Background: an optimization exercise with open tools, aiming at small area. Do not read the settings as production practice. The RTL was checked by simulation tests, not by an equivalence proof against the original design.

Design mdc_top, start of the top module:
module mdc_top (
    input  logic         clk,
    input  logic         rst_n,
    input  logic         in_valid,
    input  logic [14:0]  in_data,
    input  logic [8:0]   in_mode,
    output logic         out_valid,
    output logic [206:0] out_data
);
==> flow/config.mk <==
export PLATFORM = sky130hd
export DESIGN_NAME = mdc_top
export DESIGN_NICKNAME = mdc_top
export VERILOG_FILES = /design/flow/design.v
export SDC_FILE = /design/flow/constraint.sdc
export NUM_CORES = 8
export LEC_CHECK = 0
export ABC_AREA = 1
export CAP_MARGIN = 20
export CORE_MARGIN = 2
export CORE_UTILIZATION = 65
export CTS_BUF_LIST = sky130_fd_sc_hd__clkbuf_8
export CTS_CLUSTER_DIAMETER = 70
export CTS_CLUSTER_SIZE = 16
export SETUP_SLACK_MARGIN = 1.0
export SLEW_MARGIN = 20
export SYNTH_HIERARCHICAL = 1
export SYNTH_MINIMUM_KEEP_SIZE = 0
==> flow/constraint.sdc <==
create_clock -name core_clock -period 25.0 [get_ports {clk}]
set_input_delay 5.0000 -clock core_clock [delete_from_list [all_inputs] [get_ports {clk}]]
set_output_delay 5.0000 -clock core_clock [all_outputs]
set_load 0.01 [all_outputs]
standard.sh (not shown) runs the stock make flow with config.mk's settings and CLKGATE_MAP_FILE= SYNTH_SCRIPT=/design/flow/synth_recipe.tcl, a recipe that flattens the netlist after the stock synthesis.
==> flow/flow/run.sh <==
#!/bin/bash
# Own flow = the standard flow (standard.sh) with these changes:
#  2. the floorplan step only removes the synthesis buffers (REMOVE_ABC_BUFFERS=1) instead of
#     running a timing repair on unplaced, unrouted estimates (later steps still repair timing);
#  3. the port buffers use the smallest buffer cell instead of the default delay buffer.
# Every tool's output goes to a log file in this folder.
set -euo pipefail
rm -rf abcscripts
cp -r "$FLOW_HOME/scripts" abcscripts
cp flow/abc_area.script abcscripts/abc_area.script
bash standard.sh "SCRIPTS_DIR=$PWD/abcscripts" synth > synth.log 2>&1
bash standard.sh REMOVE_ABC_BUFFERS=1 "BUFFER_PORTS_ARGS=-buffer_cell sky130_fd_sc_hd__buf_1" finish > layout.log 2>&1
==> flow/flow/abc_area.script <==
strash
dch -f
amap -m -F 50 -A 50 -C 200
topo
stime -c
The baseline produced a clean layout.
Rerun with:
- CORE_UTILIZATION: 65 -> 75
- CTS_CLUSTER_DIAMETER: 70 -> 80
- CTS_CLUSTER_SIZE: 16 -> 15
The new run finished clean; hold slack gets better by 0.0082 ns; critical path depth goes up by 3; non-clock buffer count goes down by 4; cell area stays flat; die area goes down by roughly a tenth.
Rerun with:
- CORE_UTILIZATION: 75 -> 65
Outcome:
- cell area hardly moves
- maximum frequency went up by 2.4%
- routed wire length went down by 3.5%
- sequential cell count stays the same
- cell count went up by 2.3%
- clock-buffer cell count went up by 1
- critical path depth went down by 3
Rerun with:
- CTS_CLUSTER_DIAMETER: 80 -> 70
- CTS_CLUSTER_SIZE: 15 -> 16
- GPL_TIMING_DRIVEN: default -> 0
=>
- The new run ran to the end with no violations
- worst setup slack is worse by 0.95 ns
- non-clock buffer count drops by 11
- sequential share of layout area shrinks by 0.40 points
- clock skew drops by 0.015 ns
- critical path depth rises by 1
- routed wire length went down by 1.6%
Rerun with:
- CAP_MARGIN: 20 -> 0
- CORE_UTILIZATION: 65 -> 75
- CTS_CLUSTER_DIAMETER: 70 -> 80
- CTS_CLUSTER_SIZE: 16 -> 15
- SLEW_MARGIN: 20 -> 0
Outcome: The changed run finished with capacitance limit, slew limit left; die area decreases by 13%; setup slack is worse by 0.64 ns; cell count goes down by 2.4%; non-clock buffer count went down by 3; routed wire length went up by 0.54%; global-route usage went up by 6.1 points; core utilization went up by 9.8 points; synthesized area does not change; sequential share of layout area grows by 0.49 points; worst hold slack hardly moves.

========
mdc_top, a different RTL version from the one above (not shown whole).
Size in the first run: about 2800 cells after synthesis, roughly 240 I/O pins, roughly 25000 sq um of cells after synthesis.
Settings: LEC_CHECK=0, ABC_AREA=1, CAP_MARGIN=20, CORE_MARGIN=2, CORE_UTILIZATION=40, CTS_BUF_LIST=sky130_fd_sc_hd__clkbuf_8, SETUP_SLACK_MARGIN=1.0, SLEW_MARGIN=20, SYNTH_HIERARCHICAL=1, SYNTH_MINIMUM_KEEP_SIZE=0; clock period 25.0 ns.
run.sh (not shown) runs the stock make flow with config.mk's settings and CLKGATE_MAP_FILE= SYNTH_SCRIPT=/design/flow/synth_recipe.tcl, a recipe that flattens the netlist after the stock synthesis.
Stock flow here: none of the scripts above is used.
The first run passed the timing, design-rule and antenna checks.
Change:
CTS_BUF_LIST = default   (was sky130_fd_sc_hd__clkbuf_8)
Effect: The new run finished clean; clock skew is lower by 0.013 ns; global-route usage came out lower by 0.18 points; worst setup slack gets worse by 0.0066 ns; sequential share of layout area stays flat; synthesized area does not change; maximum frequency hardly moves; non-clock buffer count stays the same.
Change:
CTS_BUF_LIST = sky130_fd_sc_hd__clkbuf_4   (was default)
Via count increases by 1.7%.
Maximum frequency barely changes.
Flip-flop and latch count is unchanged.
Setup slack improved by 0.031 ns.
Final cell count climbs by about 2.7%.
Final area came out lower by about 0.6%.
Utilization falls by 0.28 points.

[what the ideal ports hide]
The flow's constraints put no driver on any port. The routed layouts listed below were extracted and timed again, unchanged, in two steps. Step 1 sets driving cells, clkbuf_16 on the clock port and buf_2 on the other inputs (assumed; they add their load-dependent delay and slew). Step 2 times the ports against the registers' clock, not the clock port: input delays grow and output delays shrink by t, the midpoint of the rising clock arrivals with the driver on. Three values: ideal, step 1, step 2; two values: the first two.
| run | t, ns | setup WS [ns] | hold WS [ns] | latest minus earliest clock arrival (ns) |
|---|---|---|---|---|
| the first run of note 1 | 0.679 | 3.342 / 3.342 / 3.342 | 0.317 / 0.317 / 0.317 | 0.030 / 0.030 |
| the second run of note 1 | 0.627 | 2.911 / 2.911 / 2.911 | 0.325 / 0.325 / 0.325 | 0.026 / 0.026 |
| the third run of note 1 | 0.615 | 3.421 / 3.421 / 3.421 | 0.323 / 0.323 / 0.323 | 0.034 / 0.034 |
| the fourth run of note 1 | 0.687 | 2.475 / 2.475 / 2.475 | 0.329 / 0.329 / 0.329 | 0.019 / 0.018 |
| the fifth run of note 1 | 0.652 | 1.836 / 1.836 / 1.836 | 0.330 / 0.330 / 0.330 | 0.034 / 0.034 |
| the first run of note 2 | 0.700 | 3.618 / 3.618 / 3.618 | 0.316 / 0.316 / 0.316 | 0.044 / 0.045 |
| the second run of note 2 | 0.629 | 3.611 / 3.611 / 3.611 | 0.324 / 0.324 / 0.324 | 0.032 / 0.032 |
| the third run of note 2 | 0.920 | 3.642 / 3.642 / 3.642 | 0.296 / 0.296 / 0.296 | 0.048 / 0.048 |
